Context: an optimization exercise on an open-source flow, tuned for small area. The choices shown serve that exercise and are no tape-out recipe.
At most, simulation tests tie the RTL to the original design; equivalence was not proved.
Power is estimated from default activity; no workload was simulated. The clock port is modelled as an ideal driver; clocking choices that lean on that would not hold on a real chip.

==> run G: inputs <==
==> flow/design.v (excerpt) <==
module sobel_image_processor
#(
  parameter int WIDTH      = 100,
  parameter int DATA_WIDTH = 8
) (
  input  logic                    clk,
  input  logic                    rst_n,
  input  logic                    shift_en,
  input  logic [3*DATA_WIDTH-1:0] data_in,
  output logic [3*DATA_WIDTH-1:0] out_pixel
);
export LEC_CHECK = 0
export CAP_MARGIN = 20
export CORE_MARGIN = 2
export CORE_UTILIZATION = 60
export SLEW_MARGIN = 20
create_clock -name core_clock -period 10.0 [get_ports {clk}]
standard.sh (not shown) runs the stock make flow with config.mk's settings and CLKGATE_MAP_FILE= SYNTH_SCRIPT=/design/flow/synth_recipe.tcl, a recipe that flattens the netlist after the stock synthesis.
==> flow/flow/run.sh <==
#!/bin/bash
# Layout flow: the standard flow (standard.sh) with three changes.
#  1. After the standard synthesis, fa_polarity.py picks for every full-adder
#     cell its plain or its dual form (FA(~a,~b,~c) = ~FA(a,b,c)) so that the
#     netlist needs fewer inverters; registers are not touched.
#  2. Clock tree synthesis runs without dummy loads.
#  3. Ports are buffered with sky130_fd_sc_hd__buf_1.
# Each tool's output goes to a log of its own in this folder.
set -euo pipefail
source flow/settings.sh
bash standard.sh synth > standard_synth.log 2>&1
R=orfs/results/sky130hd/sobel_image_processor/base
cp $R/1_2_yosys.v $R/1_2_yosys_standard.v
python3 flow/fa_polarity.py $R/1_2_yosys_standard.v $R/1_2_yosys.v > fa_polarity.log 2>&1
rm -f $R/1_synth.odb $R/1_synth.sdc
bash standard.sh finish > standard_finish.log 2>&1
==> flow/flow/settings.sh <==
# Settings for run.sh, read by the ORFS make through the environment.
export CTS_ARGS="-sink_clustering_enable -repair_clock_nets -dont_use_dummy_load -sink_buffer_max_cap_derate 0.5 -buf_list sky130_fd_sc_hd__clkbuf_16"
export BUFFER_PORTS_ARGS="-buffer_cell sky130_fd_sc_hd__buf_1"
Other scripts of this flow, unchanged in this note and not shown: flow/flow/fa_polarity.py
==> run M: changes against run G <==
==> flow/flow/settings.sh (replaced) <==
# Settings for run.sh, read by the ORFS make through the environment.
export CTS_ARGS="-sink_clustering_enable -repair_clock_nets -dont_use_dummy_load -sink_clustering_size 36 -sink_clustering_max_diameter 60 -buf_list sky130_fd_sc_hd__clkbuf_16"
export BUFFER_PORTS_ARGS="-buffer_cell sky130_fd_sc_hd__buf_1"
==> metrics.md <==
| Metric | Value |
|---|---|
| Status | complete, no violations |
| Post-route cell area | slightly below 60000 sq um |
| P_clk | 4.88 mW |
| Psw | a little under 4 mW |
| Seq pwr share | a little over half |
| Final total power | between 15 and 20 mW |
| M1 GR Usage | 24.84% |
| Seq area share | between 80% and 90% |
| Fmax | roughly 100 MHz |
| Fin nets | between 2k and 2.5k |
| Req. time, crit path | approximately 11 ns |
| Leakage Power | approximately 20 nW |
| Reg2reg setup slack | approximately 0.42 ns |
| Post_cts resized | 2 |
The numbers above come from run G.

==> metrics.md <==
| Metric | Value |
|---|---|
| Status | complete, no violations |
| Post_cts resized | 3 |
| Post-route cell area | approximately 58000 sq um |
| Sw Ratio | roughly 25% |
| Leakage Power | 19.28 nW |
| Seq area share | between 80% and 90% |
| Fmax | around 100 MHz |
| M1 GR Usage | around 24% |
| Psw | between 3 and 4 mW |
| Post-route ant nets | 0 |
| Reg2reg setup slack | approximately 0.41 ns |
| Cell-internal power | ~11 mW |
| Fin nets | roughly 2.3k |
| Seq pwr share | 56.7% |
The numbers above come from run M.

Function was not checked in any run of this note: the RTL went through the layout flow alone.

========
==> inputs of run P <==
sobel_image_processor again, from the RTL that the note above started with.
// sobel_image_processor
module sobel_image_processor
#(
  parameter int WIDTH      = 100,
  parameter int DATA_WIDTH = 8
) (
  input  logic                    clk,
  input  logic                    rst_n,
  input  logic                    shift_en,
  input  logic [3*DATA_WIDTH-1:0] data_in,
  output logic [3*DATA_WIDTH-1:0] out_pixel
);
export LEC_CHECK = 0
export CAP_MARGIN = 20
export CORE_MARGIN = 2
export CORE_UTILIZATION = 60
export SLEW_MARGIN = 20
create_clock -name core_clock -period 10.0 [get_ports {clk}]
==> flow/flow/settings.sh <==
# Settings for run.sh, read by the ORFS make through the environment.
export CTS_ARGS="-sink_clustering_enable -repair_clock_nets -dont_use_dummy_load -sink_clustering_size 36 -sink_clustering_max_diameter 70 -buf_list sky130_fd_sc_hd__clkbuf_16"
export BUFFER_PORTS_ARGS="-buffer_cell sky130_fd_sc_hd__buf_1"
Scripts as last shown in full above: flow/flow/run.sh
Other scripts of this flow, unchanged in this note and not shown: flow/flow/fa_polarity.py
==> run Y (differences from run P) <==
==> flow/flow/settings.sh (replaced) <==
# Settings for run.sh, read by the ORFS make through the environment.
export CTS_ARGS="-sink_clustering_enable -repair_clock_nets -dont_use_dummy_load -sink_clustering_size 30 -sink_clustering_max_diameter 80 -buf_list sky130_fd_sc_hd__clkbuf_16"
export BUFFER_PORTS_ARGS="-buffer_cell sky130_fd_sc_hd__buf_1"
==> summary of the runs <==
- Run P went through all stages and came out clean. Run Y went through all stages and came out clean.
- Against run Y, the first-iteration DRC count of run P is lower by 3.3%.
- Non-clock buffer count: run P is lower than run Y (1).
- Combinational power: run P is larger than run Y (about 1%).
- Of run P and run Y, run Y has the higher worst setup slack (gap 0.0024 ns).
- Against run Y, the design area of run P is smaller by about 0.35%.
==> figures <==
metric	run P	run Y
Status	timing/DRC/antenna clean	timing/DRC/antenna clean
Min cycle time layout	9.58 ns	9.58 ns
DRT Wirelength	63,400 µm	63,600 µm
Post-CTS resize count	4	2
Number of vias after detailed routing	17.4k	17.4k
Met1 layer wirelength in the final routing	33,500 µm	33,500 µm
Number of global-route vias before repair	17.0k	17.1k
Post-route cell area	0.0566 mm²	0.0568 mm²
Skew final	0.0606 ns	0.0656 ns
Clock input transition at the sequential cells of the worst setup and hold paths	0.12 ns	0.10 ns
Clkbuf count	59	67
No run of this note included a check of the RTL's function; only the layout flow was run.

========
==> tundra <==
Another version of the RTL of sobel_image_processor (not shown whole).
## sobel_image_processor
module sobel_image_processor
#(
  parameter int WIDTH      = 100,
  parameter int DATA_WIDTH = 8
) (
  input  logic                    clk,
  input  logic                    rst_n,
  input  logic                    shift_en,
  input  logic [3*DATA_WIDTH-1:0] data_in,
  output logic [3*DATA_WIDTH-1:0] out_pixel
);
  localparam int COL_W = (WIDTH > 1) ? $clog2(WIDTH) : 1;
  logic [COL_W-1:0] col_reg;
  logic [1:0]       row_reg;
  always_ff @(posedge clk or negedge rst_n) begin
    if (!rst_n) begin
      col_reg <= '0;
      row_reg <= '0;
    end else if (shift_en) begin
      if (col_reg == COL_W'(WIDTH - 1)) begin
        col_reg <= '0;
        if (row_reg != 2'd3) row_reg <= row_reg + 2'd1;
      end else begin
        col_reg <= col_reg + 1'b1;
      end
    end
  end
  sobel_pkg::pix_t y_comb, y_reg;
  sobel_gray u_gray (.rgb(data_in), .y(y_comb));
  always_ff @(posedge clk) begin
  ...
clock: 10.0 ns
lec_check: 0
cap_margin: 20
core_margin: 2
core_utilization: 60
slew_margin: 20
==> flow/flow/settings.sh <==
# Settings for run.sh, read by the ORFS make through the environment.
export CTS_ARGS="-sink_clustering_enable -repair_clock_nets -dont_use_dummy_load -sink_clustering_size 30 -sink_clustering_max_diameter 80 -buf_list sky130_fd_sc_hd__clkbuf_16"
export BUFFER_PORTS_ARGS="-buffer_cell sky130_fd_sc_hd__buf_1"
Scripts as last shown in full above: flow/flow/run.sh
Other scripts of this flow, unchanged in this note and not shown: flow/flow/fa_polarity.py
==> harbor (differences from tundra) <==
==> flow/flow/settings.sh (replaced) <==
# Settings for run.sh, read by the ORFS make through the environment.
export CTS_ARGS="-sink_clustering_enable -repair_clock_nets -dont_use_dummy_load -sink_clustering_size 20 -sink_clustering_max_diameter 50 -buf_list sky130_fd_sc_hd__clkbuf_8"
export BUFFER_PORTS_ARGS="-buffer_cell sky130_fd_sc_hd__buf_1"
==> comparison table <==
| metric | harbor | tundra |
|---|---|---|
| Final min period | 9670 ps | 9620 ps |
| Run status | timing/DRC/antenna clean | timing/DRC/antenna clean |
| Comb group | 0.00442 W | 0.00447 W |
| Hold path startpoint | u_lb1.mem[23][3] | u_lb2.mem[87][4] |
| Switching pwr | 0.00450 W | 0.00445 W |
| Final Instance Area | 57,400 um^2 | 57,200 um^2 |
| Share of cell area taken by multi-input logic gates | 0.0678 | 0.0681 |
| Max Fclk | 103 MHz | 104 MHz |
| Vias in the first global route | 17,900 | 17,200 |
| Detail Route met3 WL | 2430 um | 1880 um |
| Count of placed standard cells in the final layout, fillers left out | 3,375 | 3,306 |
| Critical R2R Launch | w[2][0] | w[0][0] |
| Inserted Clock Buffers | 132 | 66 |
| Instance count on the critical path | 32 | 33 |
| Root buffer cell | sky130_fd_sc_hd__clkbuf_8 | sky130_fd_sc_hd__clkbuf_16 |

========
==> run H: inputs <==
Starting RTL as in the previous note.
Settings: LEC_CHECK=0, CAP_MARGIN=20, CORE_MARGIN=2, CORE_UTILIZATION=70, CTS_BUF_LIST=sky130_fd_sc_hd__clkbuf_8, CTS_CLUSTER_DIAMETER=40, CTS_CLUSTER_SIZE=24, SLEW_MARGIN=20; clock period 10.0 ns.
run.sh (not shown) runs the stock make flow with config.mk's settings and CLKGATE_MAP_FILE= SYNTH_SCRIPT=/design/flow/synth_recipe.tcl, a recipe that flattens the netlist after the stock synthesis.
Stock flow here: none of the scripts above is used.
==> run X: changes against run H <==
- CORE_UTILIZATION: 70 -> 60
- CTS_CLUSTER_DIAMETER: 40 -> 50
- CTS_CLUSTER_SIZE: 24 -> 20
==> qor summary <==
	run H	run X
Core Area	76200 um2	89600 um2
Reg2reg start	w[2][0]$_DFFE_PP_	w[6][0]$_DFFE_PP_
Via-per-instance ratio	5.348	5.156
Final worst clock skew	37.57 ps	30.97 ps
Maximum cell stage delay along the critical path	490 ps	500 ps
Top achievable clock speed	0.1026 GHz	0.1035 GHz
Static leakage	20.54 nW	20.43 nW
Maximum number of pins on one net before global-route repair	223	209
Worst Setup EP	out_reg[1]$_DFFE_PN0P_	out_reg[3]$_DFFE_PN0P_
Capturing point of the worst reg2reg path	out_reg[1]$_DFFE_PN0P_	out_reg[3]$_DFFE_PN0P_
Clock share of power	23.7%	22.8%
Outcome	finished clean	finished clean
Detail-routed net length per standard cell	18.21 um	18.51 um
Met1 GRT Util	26.97%	23.92%
DIE HEIGHT	281.8 um	304.1 um
Worst Slack Setup Final	249.8 ps	334.8 ps
Actual transition at the worst max-transition pin	1004 ps	1134 ps

## port drivers added, routing unchanged
No port has a modelled driver above. Below, the same layouts with a new extraction and two added sets of constraints. Step 1: set_driving_cell puts a clkbuf_16 on clk and a buf_2 on each other input, an assumption about the parent block. Step 2 also shifts input and output timing later by t, the mid clock arrival at the registers, as if the neighbouring blocks saw the same clock. a / b / c = no drivers / after step 1 / after step 2; a / b = the first two.
run	shift t [ns]	slack for setup (ns)	slew at the worst register clock pin (ns)
run G	0.768	0.421 / 0.421 / -0.012	0.06 / 0.06
run M	0.709	0.411 / 0.411 / -0.036	0.11 / 0.11
run P	0.714	0.422 / 0.422 / 0.041	0.12 / 0.12
run Y	0.669	0.425 / 0.425 / -0.024	0.11 / 0.11
tundra	0.663	0.385 / 0.385 / 0.273	0.11 / 0.11
harbor	0.828	0.329 / 0.329 / 0.269	0.11 / 0.11
run H	0.824	0.250 / 0.250 / 0.250	0.11 / 0.11
run X	0.845	0.335 / 0.335 / 0.251	0.11 / 0.11
With both steps, setup timing fails in run G, run M and run Y, where it was met with ideal ports. The setup slack of run Y, which loses most, moves by 0.000 ns with the drivers and by -0.449 ns with both steps.
